From an optimization exercise on the open Yosys and OpenROAD flow, aimed at small area; shortcuts taken in it are not production practice. The RTL was checked by simulation tests, not by an equivalence proof against the original design.

==> job 2341: inputs <==
==> flow/design.v <==
package mem_bus_pkg;
    localparam int WORD_BYTES = 2;
    localparam int WORDS      = 128;
endpackage
module data_mem_responder #(
    parameter int ADDR_W      = 8,
    parameter int DATA_W      = 16,
    parameter int WAIT_STATES = 1
) (
    input  logic              clk,
    input  logic              rst_n,
    input  logic              mem_req,
    input  logic              mem_we,
    input  logic [ADDR_W-1:0] mem_addr,
    input  logic [DATA_W-1:0] mem_in,
    output logic [DATA_W-1:0] mem_out,
    output logic              mem_ready,
    input  logic              ld_clear,
    input  logic              ld_valid,
    input  logic [7:0]        ld_byte,
    output logic              ld_ready
);
    localparam int WADDR_W = ADDR_W - 1;
    localparam int WORDS   = 2**WADDR_W;
    localparam int HW      = DATA_W / 2;
    logic                rdw_q, wrw_q, rsp_q;
    logic                idle;
    logic [ADDR_W-1:0]   ld_ptr_q;
    logic [DATA_W-1:0]   mem_out_q;
    logic [7:0]          rd_lo_q, rd_lo_d;
    logic [15:0]         rd_hi_q, rd_hi_d;
    logic                bus_rd, bus_wr, ld_wr;
    logic [1:0]          wr_be;
    logic [WADDR_W-1:0]  wr_addr;
    logic [DATA_W-1:0]   wr_data;
    logic [WORDS-1:0][DATA_W-1:0] mem_q;
    logic [1:0][7:0]              wr_lo_n;
    logic [15:0]                  wr_hi_n;
    logic [WORDS-1:0][1:0]        wr_en;
    logic [WORDS-1:0]             rd_sel_n;
    logic [DATA_W-1:0][WORDS-1:0] rd_bits;
    logic [DATA_W-1:0]            rd_word;
    assign idle     = ~(rdw_q | wrw_q | rsp_q);
    assign ld_ready = idle & ~mem_req & ~ld_clear;
    assign bus_rd  = idle & mem_req & ~mem_we;
    assign bus_wr  = idle & mem_req & mem_we;
    assign ld_wr   = ld_ready & ld_valid;
    assign wr_be   = {bus_wr | (ld_wr & ld_ptr_q[0]), bus_wr | (ld_wr & ~ld_ptr_q[0])};
    assign wr_addr = mem_req ? mem_addr[ADDR_W-1:1] : ld_ptr_q[ADDR_W-1:1];
    assign wr_data = mem_req ? mem_in : {2{ld_byte}};
    always_ff @(posedge clk or negedge rst_n) begin
        if (!rst_n) begin
            rdw_q <= 1'b0;
            wrw_q <= 1'b0;
            rsp_q <= 1'b0;
        end else begin
            rdw_q <= bus_rd;
            wrw_q <= bus_wr;
            rsp_q <= rdw_q | wrw_q;
        end
    end
    always_ff @(posedge clk or negedge rst_n) begin
        if (!rst_n) begin
            ld_ptr_q <= '0;
        end else if (ld_clear) begin
            ld_ptr_q <= '0;
        end else if (ld_wr) begin
            ld_ptr_q <= ld_ptr_q + 1'b1;
        end
    end
    dmr_dec3en u_rlo (.a(mem_addr[3:1]), .en(bus_rd), .y(rd_lo_d));
    dmr_dec4en u_rhi (.a(mem_addr[7:4]), .en(bus_rd), .y(rd_hi_d));
    always_ff @(posedge clk) begin
        rd_lo_q <= rd_lo_d;
        rd_hi_q <= rd_hi_d;
    end
    dmr_dec3en_n u_wlo0 (.a(wr_addr[2:0]), .en(wr_be[0]), .y_n(wr_lo_n[0]));
    dmr_dec3en_n u_wlo1 (.a(wr_addr[2:0]), .en(wr_be[1]), .y_n(wr_lo_n[1]));
    dmr_dec4n    u_whi  (.a(wr_addr[6:3]), .y_n(wr_hi_n));
    for (genvar w = 0; w < WORDS; w++) begin : g_word
        for (genvar l = 0; l < 2; l++) begin : g_lane
            dmr_nor2 u_we (.a(wr_lo_n[l][w % 8]), .b(wr_hi_n[w / 8]), .y(wr_en[w][l]));
        end
    end
    for (genvar w = 0; w < WORDS; w++) begin : g_mem
        always_ff @(posedge clk) begin
            if (wr_en[w][0]) mem_q[w][HW-1:0]      <= wr_data[HW-1:0];
            if (wr_en[w][1]) mem_q[w][DATA_W-1:HW] <= wr_data[DATA_W-1:HW];
        end
    end
    mem_word_ram #(.AW(WADDR_W)) u_rsel (.lo(rd_lo_q), .hi(rd_hi_q), .sel_n(rd_sel_n));
    for (genvar b = 0; b < DATA_W; b++) begin : g_rbit
        for (genvar w = 0; w < WORDS; w++) begin : g_w
            assign rd_bits[b][w] = mem_q[w][b];
        end
        dmr_rd_bit u_rd (.d(rd_bits[b]), .sel_n(rd_sel_n), .y(rd_word[b]));
    end
    always_ff @(posedge clk or negedge rst_n) begin
        if (!rst_n) begin
            mem_out_q <= '0;
        end else if (rdw_q) begin
            mem_out_q <= rd_word;
        end
    end
    assign mem_out   = mem_out_q;
    assign mem_ready = rsp_q;
endmodule
module mem_word_ram #(
    parameter int AW = 7
) (
    input  logic [7:0]       lo,
    input  logic [15:0]      hi,
    output logic [2**AW-1:0] sel_n
);
    for (genvar w = 0; w < 2**AW; w++) begin : g_sel
        dmr_nand2 u_s (.a(lo[w % 8]), .b(hi[w / 8]), .y(sel_n[w]));
    end
endmodule
module dmr_dec3en (
    input  logic [2:0] a,
    input  logic       en,
    output logic [7:0] y
);
    always_comb for (int i = 0; i < 8; i++) y[i] = en & (a == 3'(i));
endmodule
module dmr_dec4en (
    input  logic [3:0]  a,
    input  logic        en,
    output logic [15:0] y
);
    always_comb for (int i = 0; i < 16; i++) y[i] = en & (a == 4'(i));
endmodule
module dmr_dec3en_n (
    input  logic [2:0] a,
    input  logic       en,
    output logic [7:0] y_n
);
    always_comb for (int i = 0; i < 8; i++) y_n[i] = ~(en & (a == 3'(i)));
endmodule
module dmr_dec4n (
    input  logic [3:0]  a,
    output logic [15:0] y_n
);
    always_comb for (int i = 0; i < 16; i++) y_n[i] = ~(a == 4'(i));
endmodule
module dmr_rd_bit (
    input  logic [127:0] d,
    input  logic [127:0] sel_n,
    output logic         y
);
    logic [63:0] l1;
    logic [15:0] l2;
    logic [7:0]  l3;
    logic [1:0]  l4;
    for (genvar i = 0; i < 64; i++) begin : g_l1
        dmr_o22ai u (.a1(d[2*i]), .a2(sel_n[2*i]), .b1(d[2*i+1]), .b2(sel_n[2*i+1]), .y(l1[i]));
    end
    for (genvar i = 0; i < 16; i++) begin : g_l2
        dmr_or4 u (.a(l1[4*i +: 4]), .y(l2[i]));
    end
    for (genvar i = 0; i < 8; i++) begin : g_l3
        dmr_nor2 u (.a(l2[2*i]), .b(l2[2*i+1]), .y(l3[i]));
    end
    for (genvar i = 0; i < 2; i++) begin : g_l4
        dmr_nand4 u (.a(l3[4*i +: 4]), .y(l4[i]));
    end
    dmr_nor2 u_l5 (.a(l4[0]), .b(l4[1]), .y(y));
endmodule
module dmr_o22ai (
    input  logic a1, a2, b1, b2,
    output logic y
);
    assign y = ~((a1 | a2) & (b1 | b2));
endmodule
module dmr_or4 (
    input  logic [3:0] a,
    output logic       y
);
    assign y = |a;
endmodule
module dmr_nand4 (
    input  logic [3:0] a,
    output logic       y
);
    assign y = ~&a;
endmodule
module dmr_nand2 (
    input  logic a, b,
    output logic y
);
    assign y = ~(a & b);
endmodule
module dmr_nor2 (
    input  logic a, b,
    output logic y
);
    assign y = ~(a | b);
endmodule
==> flow/run.sh <==
#!/bin/bash
# synth_recipe.tcl (not shown) runs the flow's synth.tcl, then flattens the netlist and writes it again
# the make line also repeats each setting of config.mk as NAME=value (left out here)
make -C /OpenROAD-flow-scripts/flow DESIGN_CONFIG=/design/flow/config.mk WORK_HOME=/design/flow/orfs CLKGATE_MAP_FILE= SYNTH_SCRIPT=/design/flow/synth_recipe.tcl finish
==> flow/config.mk <==
export PLATFORM = sky130hd
export DESIGN_NAME = data_mem_responder
export DESIGN_NICKNAME = data_mem_responder
export VERILOG_FILES = /design/flow/design.v
export SDC_FILE = /design/flow/constraint.sdc
export NUM_CORES = 4
export LEC_CHECK = 0
export ABC_CLOCK_PERIOD_IN_PS = 100000
export CAP_MARGIN = 20
export CORE_MARGIN = 2
export CORE_UTILIZATION = 60
export CTS_BUF_LIST = sky130_fd_sc_hd__clkbuf_8
export CTS_CLUSTER_DIAMETER = 60
export CTS_CLUSTER_SIZE = 20
export GPL_TIMING_DRIVEN = 0
export SLEW_MARGIN = 20
export SYNTH_HIERARCHICAL = 1
==> flow/constraint.sdc <==
create_clock -name core_clock -period 4.0 [get_ports {clk}]
set_input_delay 0.8000 -clock core_clock [delete_from_list [all_inputs] [get_ports {clk}]]
set_output_delay 0.8000 -clock core_clock [all_outputs]
set_load 0.01 [all_outputs]
==> job 3307: changes against job 2341 <==
==> flow/design.v, changed modules only <==
module data_mem_responder #(
    parameter int ADDR_W      = 8,
    parameter int DATA_W      = 16,
    parameter int WAIT_STATES = 1
) (
    input  logic              clk,
    input  logic              rst_n,
    input  logic              mem_req,
    input  logic              mem_we,
    input  logic [ADDR_W-1:0] mem_addr,
    input  logic [DATA_W-1:0] mem_in,
    output logic [DATA_W-1:0] mem_out,
    output logic              mem_ready,
    input  logic              ld_clear,
    input  logic              ld_valid,
    input  logic [7:0]        ld_byte,
    output logic              ld_ready
);
    localparam int WADDR_W = ADDR_W - 1;
    localparam int WORDS   = 2**WADDR_W;
    localparam int HW      = DATA_W / 2;
    logic                rdw_q, wrw_q, rsp_q;
    logic                idle;
    logic [WADDR_W-1:0]  addr_q;
    logic [ADDR_W-1:0]   ld_ptr_q;
    logic [DATA_W-1:0]   mem_out_q;
    logic                bus_wr, ld_wr;
    logic [1:0]          wr_be;
    logic [WADDR_W-1:0]  wr_addr;
    logic [DATA_W-1:0]   wr_data;
    logic [WORDS-1:0][DATA_W-1:0] mem_q;
    logic [7:0]                   wr_lo_n;
    logic [1:0][15:0]             wr_hi_n;
    logic [WORDS-1:0][1:0]        wr_en;
    logic [WORDS-1:0]             rd_sel_n;
    logic [DATA_W-1:0][WORDS-1:0] rd_bits;
    logic [DATA_W-1:0]            rd_word_n;
    assign idle     = ~(rdw_q | wrw_q | rsp_q);
    assign ld_ready = idle & ~mem_req & ~ld_clear;
    assign bus_wr  = idle & mem_req & mem_we;
    assign ld_wr   = ld_ready & ld_valid;
    assign wr_be   = {bus_wr | (ld_wr & ld_ptr_q[0]), bus_wr | (ld_wr & ~ld_ptr_q[0])};
    assign wr_addr = mem_req ? mem_addr[ADDR_W-1:1] : ld_ptr_q[ADDR_W-1:1];
    assign wr_data = mem_req ? mem_in : {2{ld_byte}};
    always_ff @(posedge clk or negedge rst_n) begin
        if (!rst_n) begin
            rdw_q <= 1'b0;
            wrw_q <= 1'b0;
            rsp_q <= 1'b0;
        end else begin
            rdw_q <= idle & mem_req & ~mem_we;
            wrw_q <= bus_wr;
            rsp_q <= rdw_q | wrw_q;
        end
    end
    always_ff @(posedge clk or negedge rst_n) begin
        if (!rst_n) begin
            ld_ptr_q <= '0;
        end else if (ld_clear) begin
            ld_ptr_q <= '0;
        end else if (ld_wr) begin
            ld_ptr_q <= ld_ptr_q + 1'b1;
        end
    end
    always_ff @(posedge clk) begin
        if (idle) addr_q <= mem_addr[ADDR_W-1:1];
    end
    dmr_dec3n    u_wlo  (.a(wr_addr[2:0]), .y_n(wr_lo_n));
    dmr_dec4en_n u_whi0 (.a(wr_addr[6:3]), .en(wr_be[0]), .y_n(wr_hi_n[0]));
    dmr_dec4en_n u_whi1 (.a(wr_addr[6:3]), .en(wr_be[1]), .y_n(wr_hi_n[1]));
    for (genvar w = 0; w < WORDS; w++) begin : g_word
        for (genvar l = 0; l < 2; l++) begin : g_lane
            dmr_nor2 u_we (.a(wr_lo_n[w % 8]), .b(wr_hi_n[l][w / 8]), .y(wr_en[w][l]));
        end
    end
    for (genvar w = 0; w < WORDS; w++) begin : g_mem
        always_ff @(posedge clk) begin
            if (wr_en[w][0]) mem_q[w][HW-1:0]      <= wr_data[HW-1:0];
            if (wr_en[w][1]) mem_q[w][DATA_W-1:HW] <= wr_data[DATA_W-1:HW];
        end
    end
    mem_word_ram #(.AW(WADDR_W)) u_rdec (.rd_addr(addr_q), .rd_sel_n(rd_sel_n));
    for (genvar b = 0; b < DATA_W; b++) begin : g_rbit
        for (genvar w = 0; w < WORDS; w++) begin : g_w
            assign rd_bits[b][w] = mem_q[w][b];
        end
        dmr_rd_bit u_rd (.d(rd_bits[b]), .sel_n(rd_sel_n), .y_n(rd_word_n[b]));
    end
    always_ff @(posedge clk or negedge rst_n) begin
        if (!rst_n) begin
            mem_out_q <= '0;
        end else if (rdw_q) begin
            mem_out_q <= ~rd_word_n;
        end
    end
    assign mem_out   = mem_out_q;
    assign mem_ready = rsp_q;
endmodule
module mem_word_ram #(
    parameter int AW = 7
) (
    input  logic [AW-1:0]    rd_addr,
    output logic [2**AW-1:0] rd_sel_n
);
    logic [7:0]  lo;
    logic [15:0] hi;
    dmr_dec3 u_lo (.a(rd_addr[2:0]), .y(lo));
    dmr_dec4 u_hi (.a(rd_addr[6:3]), .y(hi));
    for (genvar w = 0; w < 2**AW; w++) begin : g_sel
        dmr_nand2 u_s (.a(lo[w % 8]), .b(hi[w / 8]), .y(rd_sel_n[w]));
    end
endmodule
module dmr_dec3 (
    input  logic [2:0] a,
    output logic [7:0] y
);
    always_comb for (int i = 0; i < 8; i++) y[i] = (a == 3'(i));
endmodule
module dmr_dec4 (
    input  logic [3:0]  a,
    output logic [15:0] y
);
    always_comb for (int i = 0; i < 16; i++) y[i] = (a == 4'(i));
endmodule
module dmr_dec3n (
    input  logic [2:0] a,
    output logic [7:0] y_n
);
    always_comb for (int i = 0; i < 8; i++) y_n[i] = ~(a == 3'(i));
endmodule
module dmr_dec4en_n (
    input  logic [3:0]  a,
    input  logic        en,
    output logic [15:0] y_n
);
    always_comb for (int i = 0; i < 16; i++) y_n[i] = ~(en & (a == 4'(i)));
endmodule
module dmr_rd_bit (
    input  logic [127:0] d,
    input  logic [127:0] sel_n,
    output logic         y_n
);
    logic [63:0] l1;
    logic [15:0] l2;
    logic [3:0]  l3;
    for (genvar i = 0; i < 64; i++) begin : g_l1
        dmr_o22ai u (.a1(d[2*i]), .a2(sel_n[2*i]), .b1(d[2*i+1]), .b2(sel_n[2*i+1]), .y(l1[i]));
    end
    for (genvar i = 0; i < 16; i++) begin : g_l2
        dmr_or4 u (.a(l1[4*i +: 4]), .y(l2[i]));
    end
    for (genvar i = 0; i < 4; i++) begin : g_l3
        dmr_or4 u (.a(l2[4*i +: 4]), .y(l3[i]));
    end
    dmr_or4 u_l4 (.a(l3), .y(y_n));
endmodule
// module dmr_dec3en removed
// module dmr_dec4en removed
// module dmr_dec3en_n removed
// module dmr_dec4n removed
// module dmr_nand4 removed
Settings changed: CORE_UTILIZATION 60 to 40, CTS_BUF_LIST sky130_fd_sc_hd__clkbuf_8 to default, CTS_CLUSTER_DIAMETER 60 to default, CTS_CLUSTER_SIZE 20 to default, GPL_TIMING_DRIVEN 0 to default.
==> flow_summary.toml <==
[global_route]
use_met1 = 0.294

[yosys]
yosysSeqAreaShare = 0.841

[clock_tree]
ctsHoldBuffers = 0

[detailed_routing]
dr_total_vias = 43000
wl_met3_mm = 17.0

[placed_design]
dpl.hpwl_mm = 132
place_congestion = 0.888

[outcome]
status = "finished clean"

[timing]
finalCritPeriodShare = 0.981
# the run above: job 3307

==> flow_summary.toml <==
[outcome]
status = "finished with violations"
check-failures = "negative setup slack"

[placed_design]
place_congestion = 0.888
dpl.hpwl_mm = 137

[global_route]
use_met1 = 0.436

[detailed_routing]
wl_met3_mm = 20.5
dr_total_vias = 42100

[timing]
finalCritPeriodShare = 1.05
setup_ws_ns = -0.182
finalSetupViolations = 421

[hold_path]
min_to = "ld_ptr_q[5]"

[yosys]
yosysSeqAreaShare = 0.842
# the run above: job 2341

-- port drivers added, routing unchanged --
The results above use ideal ports. As a check the final layouts listed here were re-extracted and re-timed, cells and wires unchanged. Step 1, drivers: a clkbuf_16 drives clk and a buf_2 each remaining input, both assumed. Step 2 also shifts input and output timing later by t, the mid clock arrival at the registers, as if the neighbouring blocks saw the same clock. a / b / c = no drivers / after step 1 / after step 2; a / b = the first two.
| run | t (ns) | setup WS [ns] | hold slack, ns | worst data-port slew with drivers (ns) |
|---|---|---|---|---|
| job 2341 | 0.980 | -0.182 / -0.128 / -1.109 | 0.173 / 0.127 / 0.517 | 0.15 |
| job 3307 | 0.885 | 0.075 / 0.075 / 0.075 | 0.078 / 0.015 / 0.552 | 0.06 |
For job 2341, which loses most, drivers alone change the setup slack by +0.054 ns; drivers and shift together by -0.927 ns.
